This is an optimization exercise on Yosys and OpenROAD, whose aim is small area, a short achievable clock period and few clock cycles per item, not a production implementation.

==> flow/design.v <==
package pcie_tlp_pkg;
    typedef logic [63:0] qword_t;          
    typedef logic [31:0] dword_t;          
    typedef logic [63:0] pcie_addr_t;      
    typedef logic [15:0] requester_id_t;   
    localparam int TLP_LEN_W = 10;         
    typedef logic [TLP_LEN_W-1:0] tlp_len_t;
    typedef enum logic [7:0] {
        MRD32          = 8'h00,   
        MWR32_3DW      = 8'h40,   
        MWR64_4DW_DATA = 8'h60    
    } tlp_fmt_type_e;
    localparam int       TLP_TAG_W     = 8;          
    localparam tlp_len_t MWR_LENGTH_DW = 10'd2;      
    localparam logic [3:0] FULL_BE     = 4'hF;       
    localparam int       NOTIFY_BEATS  = 3;          
    localparam tlp_len_t RX_LENGTH_DW  = 10'd1;
endpackage
package dma_regs_pkg;
    localparam int NUM_CHANNELS = 4;
    localparam int CHAN_SEL_W   = $clog2(NUM_CHANNELS);
    typedef logic [2:0] chan_idx_t;              
    typedef logic [CHAN_SEL_W-1:0] chan_sel_t;   
    typedef enum logic [1:0] {
        REG_ADDR_LO  = 2'd0,   
        REG_ADDR_HI  = 2'd1,   
        REG_DOORBELL = 2'd2,   
        REG_NONE     = 2'd3    
    } reg_sel_e;
    localparam int BAR_CHAN_MSB = 6;
    localparam int BAR_CHAN_LSB = 4;
    localparam int BAR_SEL_MSB  = 3;
    localparam int BAR_SEL_LSB  = 2;
    localparam int RING_BYTES    = 4096;
    localparam int NOTIFY_STRIDE = 8;            
    typedef logic [$clog2(RING_BYTES)-1:0] ring_off_t;
    typedef logic [31:0] seq_t;
endpackage
module pcie_notify_endpoint
(
    input  logic       trn_clk,
    input  logic       reset,
    input  pcie_tlp_pkg::qword_t     trn_rd,
    input  logic       trn_rsof_n,
    input  logic       trn_reof_n,
    input  logic       trn_rsrc_rdy_n,
    input  logic [6:0] trn_rbar_hit_n,
    output logic       trn_rdst_rdy_n,
    output pcie_tlp_pkg::qword_t     trn_td,
    output logic [7:0] trn_trem_n,
    output logic       trn_tsof_n,
    output logic       trn_teof_n,
    output logic       trn_tsrc_rdy_n,
    input  logic       trn_tdst_rdy_n,
    input  logic [7:0] cfg_bus_number,
    input  logic [4:0] cfg_device_number,
    input  logic [2:0] cfg_function_number
);
    localparam int NCH = 4;
    function automatic logic [51:0] inc52(input logic [51:0] x, input logic cin);
        logic [51:0] p;
        p = x;
        for (int d = 1; d < 52; d = d * 2) begin
            for (int i = 51; i >= d; i--) p[i] = p[i] & p[i - d];
        end
        inc52[0] = x[0] ^ cin;
        for (int i = 1; i < 52; i++) inc52[i] = x[i] ^ (cin & p[i - 1]);
    endfunction
    function automatic logic [31:0] inc32(input logic [31:0] x);
        logic [31:0] p;
        p = x;
        for (int d = 1; d < 32; d = d * 2) begin
            for (int i = 31; i >= d; i--) p[i] = p[i] & p[i - d];
        end
        inc32[0] = !x[0];
        for (int i = 1; i < 32; i++) inc32[i] = x[i] ^ p[i - 1];
    endfunction
    function automatic logic [8:0] inc9(input logic [8:0] x);
        logic [8:0] p;
        p = x;
        for (int d = 1; d < 9; d = d * 2) begin
            for (int i = 8; i >= d; i--) p[i] = p[i] & p[i - d];
        end
        inc9[0] = !x[0];
        for (int i = 1; i < 9; i++) inc9[i] = x[i] ^ p[i - 1];
    endfunction
    assign trn_rdst_rdy_n = 1'b0;     
    assign trn_trem_n     = 8'h00;    
    logic        beat;
    logic        hdr_good;    
    logic        acc;         
    logic [1:0]  ch_in;
    logic [1:0]  sel_in;
    logic [31:0] wdata;       
    logic [NCH-1:0] we_lo, we_hi, we_db;
    logic        db_in;       
    assign beat = !trn_rsrc_rdy_n;
    always_ff @(posedge trn_clk) begin
        if (reset) begin
            hdr_good <= 1'b0;
        end else if (beat) begin
            hdr_good <= !trn_rsof_n && trn_reof_n && !trn_rbar_hit_n[0] &&
                        (trn_rd[63:56] == 8'h40) && (trn_rd[41:32] == 10'd1);
        end
    end
    assign acc    = hdr_good && beat && !trn_reof_n && trn_rsof_n && !trn_rd[38];
    assign ch_in  = trn_rd[37:36];
    assign sel_in = trn_rd[35:34];
    assign wdata  = trn_rd[31:0] & {32{!reset}};
    assign db_in  = acc && (sel_in == 2'd2);
    for (genvar c = 0; c < NCH; c++) begin : g_dec
        assign we_lo[c] = acc && (ch_in == 2'(c)) && (sel_in == 2'd0);
        assign we_hi[c] = acc && (ch_in == 2'(c)) && (sel_in == 2'd1);
        assign we_db[c] = acc && (ch_in == 2'(c)) && (sel_in == 2'd2);
    end
    logic [63:3] base [NCH];
    logic [8:0]  lo   [NCH];
    logic        cy   [NCH];
    logic [31:0] seq  [NCH];
    logic [31:0] db   [NCH];
    logic [NCH-1:0] pend;     
    logic        tvalid_n;    
    logic        tsof_n;
    logic        teof_n;
    logic [63:0] td;
    logic [1:0]  ch_cur;      
    logic [NCH-1:0] ch_oh;    
    logic [NCH-1:0] ch_ohn;   
    logic        upd;         
    logic        upd_a;       
    logic [63:3] base_c;
    logic [8:0]  lo_c;
    logic        cy_c;
    logic [31:0] seq_c;
    logic [31:0] db_c;
    always_comb begin
        base_c = '0;
        lo_c   = '0;
        cy_c   = 1'b0;
        seq_c  = '0;
        db_c   = '0;
        for (int c = 0; c < NCH; c++) begin
            base_c = base_c | (base[c] & {61{ch_oh[c]}});
            lo_c   = lo_c   | (lo[c]   & {9{ch_oh[c]}});
            cy_c   = cy_c   | (cy[c]   & ch_oh[c]);
            seq_c  = seq_c  | (seq[c]  & ~{32{ch_ohn[c]}});
            db_c   = db_c   | (db[c]   & ~{32{ch_ohn[c]}});
        end
    end
    logic [8:0]  lo_nx;
    logic        cy_nx;
    logic [31:0] seq_nx;
    assign lo_nx  = inc9(lo_c);
    assign cy_nx  = cy_c ? (lo_c != base_c[11:3]) : ((lo_c == 9'd0) && (base_c[11:3] != 9'd0));
    assign seq_nx = inc32(seq_c) & {32{!reset}};
    for (genvar c = 0; c < NCH; c++) begin : g_ch
        logic adv_c;      
        logic step_c;     
        assign adv_c  = upd && ch_oh[c];
        assign step_c = upd_a && ch_oh[c];
        always_ff @(posedge trn_clk) begin
            if (reset || we_lo[c]) base[c][31:3]  <= wdata[31:3];
            if (reset || we_hi[c]) base[c][63:32] <= wdata;
            if (reset || adv_c)    seq[c]         <= seq_nx;
            if (we_db[c])          db[c]          <= trn_rd[31:0];
        end
        always_ff @(posedge trn_clk) begin
            if (reset) begin
                lo[c] <= '0;
                cy[c] <= 1'b0;
            end else if (we_lo[c]) begin
                lo[c] <= trn_rd[11:3];
                cy[c] <= 1'b0;
            end else if (we_hi[c]) begin
                lo[c] <= base[c][11:3];
                cy[c] <= 1'b0;
            end else begin
                if (step_c) lo[c] <= lo_nx;
                if (adv_c)  cy[c] <= cy_nx;
            end
        end
    end
    logic        adv;         
    logic        any_pend;
    logic [1:0]  rr_ch;       
    logic [1:0]  nxt_ch;
    logic        start;       
    logic        head;        
    logic [63:0] addr_q;
    logic [63:0] hdr_q;
    assign adv      = tvalid_n || !trn_tdst_rdy_n;
    assign any_pend = |pend;
    assign head     = adv && (tvalid_n || !teof_n);
    assign start    = any_pend || db_in;
    always_comb begin
        logic [NCH-1:0] r;    
        case (ch_cur)
            2'd0:    r = {pend[0], pend[3], pend[2], pend[1]};
            2'd1:    r = {pend[1], pend[0], pend[3], pend[2]};
            2'd2:    r = {pend[2], pend[1], pend[0], pend[3]};
            default: r = {pend[3], pend[2], pend[1], pend[0]};
        endcase
        casez (r)
            4'b???1: rr_ch = ch_cur ^ {ch_cur[0], 1'b1};     
            4'b??10: rr_ch = ch_cur ^ 2'd2;                   
            4'b?100: rr_ch = ch_cur ^ {!ch_cur[0], 1'b1};    
            default: rr_ch = ch_cur;
        endcase
    end
    assign nxt_ch = any_pend ? rr_ch : ch_in;
    assign addr_q = {inc52(base_c[63:12], cy_c), lo_c, 3'b000};
    assign hdr_q  = {8'h60, 14'd0, 10'd2, cfg_bus_number, cfg_device_number, cfg_function_number,
                     6'd0, nxt_ch, 8'hFF};
    always_ff @(posedge trn_clk) begin
        if (adv) begin
            if (!tvalid_n && !tsof_n)           td <= addr_q;
            else if (!tvalid_n && teof_n)       td <= {seq_c, db_c};
            else                                td <= hdr_q;
        end
    end
    always_ff @(posedge trn_clk) begin
        if (reset) begin
            tvalid_n <= 1'b1;
            tsof_n   <= 1'b1;
            teof_n   <= 1'b1;
            ch_cur   <= 2'd0;
            ch_oh    <= 4'b0001;
            ch_ohn   <= 4'b1110;
            upd      <= 1'b0;
            upd_a    <= 1'b0;
            pend     <= '0;
        end else begin
            upd   <= adv && !tvalid_n && tsof_n && teof_n;
            upd_a <= adv && !tvalid_n && !tsof_n;
            if (adv) begin
                if (!tvalid_n && !tsof_n) begin
                    tsof_n <= 1'b1;
                end else if (!tvalid_n && teof_n) begin
                    teof_n <= 1'b0;
                end else begin
                    tvalid_n <= !start;
                    tsof_n   <= !start;
                    teof_n   <= 1'b1;
                end
            end
            if (head && start) begin
                ch_cur <= nxt_ch;
                for (int c = 0; c < NCH; c++) begin
                    ch_oh[c]  <= (nxt_ch == 2'(c));
                    ch_ohn[c] <= (nxt_ch != 2'(c));
                end
            end
            for (int c = 0; c < NCH; c++) begin
                if (head && start && nxt_ch == 2'(c)) pend[c] <= 1'b0;
                else if (we_db[c] && !(head && !any_pend)) pend[c] <= 1'b1;
            end
        end
    end
    assign trn_td         = td;
    assign trn_tsof_n     = tsof_n;
    assign trn_teof_n     = teof_n;
    assign trn_tsrc_rdy_n = tvalid_n;
endmodule
clock: 6.0 ns
lec_check: 0
abc_clock_period_in_ps: 1500
cap_margin: 20
core_margin: 2
core_utilization: 40
place_density: 0.6
setup_slack_margin: 3.6
slew_margin: 20
tns_end_percent: 100
run.sh (not shown) runs the stock make flow with config.mk's settings and CLKGATE_MAP_FILE= SYNTH_SCRIPT=/design/flow/synth_recipe.tcl, a recipe that flattens the netlist after the stock synthesis.
Next try:
ABC_CLOCK_PERIOD_IN_PS = 2000   (was 1500)
SETUP_SLACK_MARGIN = 3.5   (was 3.6)
What happened:
- via count came out lower by a few percent
- maximum frequency came out higher by a few percent
- setup slack improved by 0.15 ns
- first-iteration DRC count came out higher by a few percent
- worst hold slack improved by 0.024 ns
- wire length came out lower by a few percent
- die area stays the same
Function was not checked in any run of this note: the RTL went through the layout flow alone.

[static timing again, ports no longer ideal]
No port has a modelled driver above. Below, the same layouts with a new extraction and two added sets of constraints. Step 1 (the two cells are an assumption about what drives the block):
set clk [get_ports {trn_clk}]
set_driving_cell -lib_cell sky130_fd_sc_hd__clkbuf_16 $clk
set_driving_cell -lib_cell sky130_fd_sc_hd__buf_2 [delete_from_list [all_inputs] $clk]
Step 2, shift: input delay + t, output delay - t, t = (earliest + latest rising clock arrival at the registers) / 2. This alone moves slack from input paths to output paths. Slacks: no drivers / after step 1 / after step 2; pairs: no drivers / after step 1.
run | t, ns | slack for setup (ns) | worst setup path at the end | worst slew at a driven data input, ns
the first run | 0.663 | 2.994 / 3.023 / 2.361 | input to register | 0.12
the second run | 0.702 | 3.143 / 3.169 / 2.466 | input to register | 0.12
After both steps setup and hold are still met in every run listed. The setup slack of the second run, which loses most, moves by +0.026 ns with the drivers and by -0.677 ns with both steps.
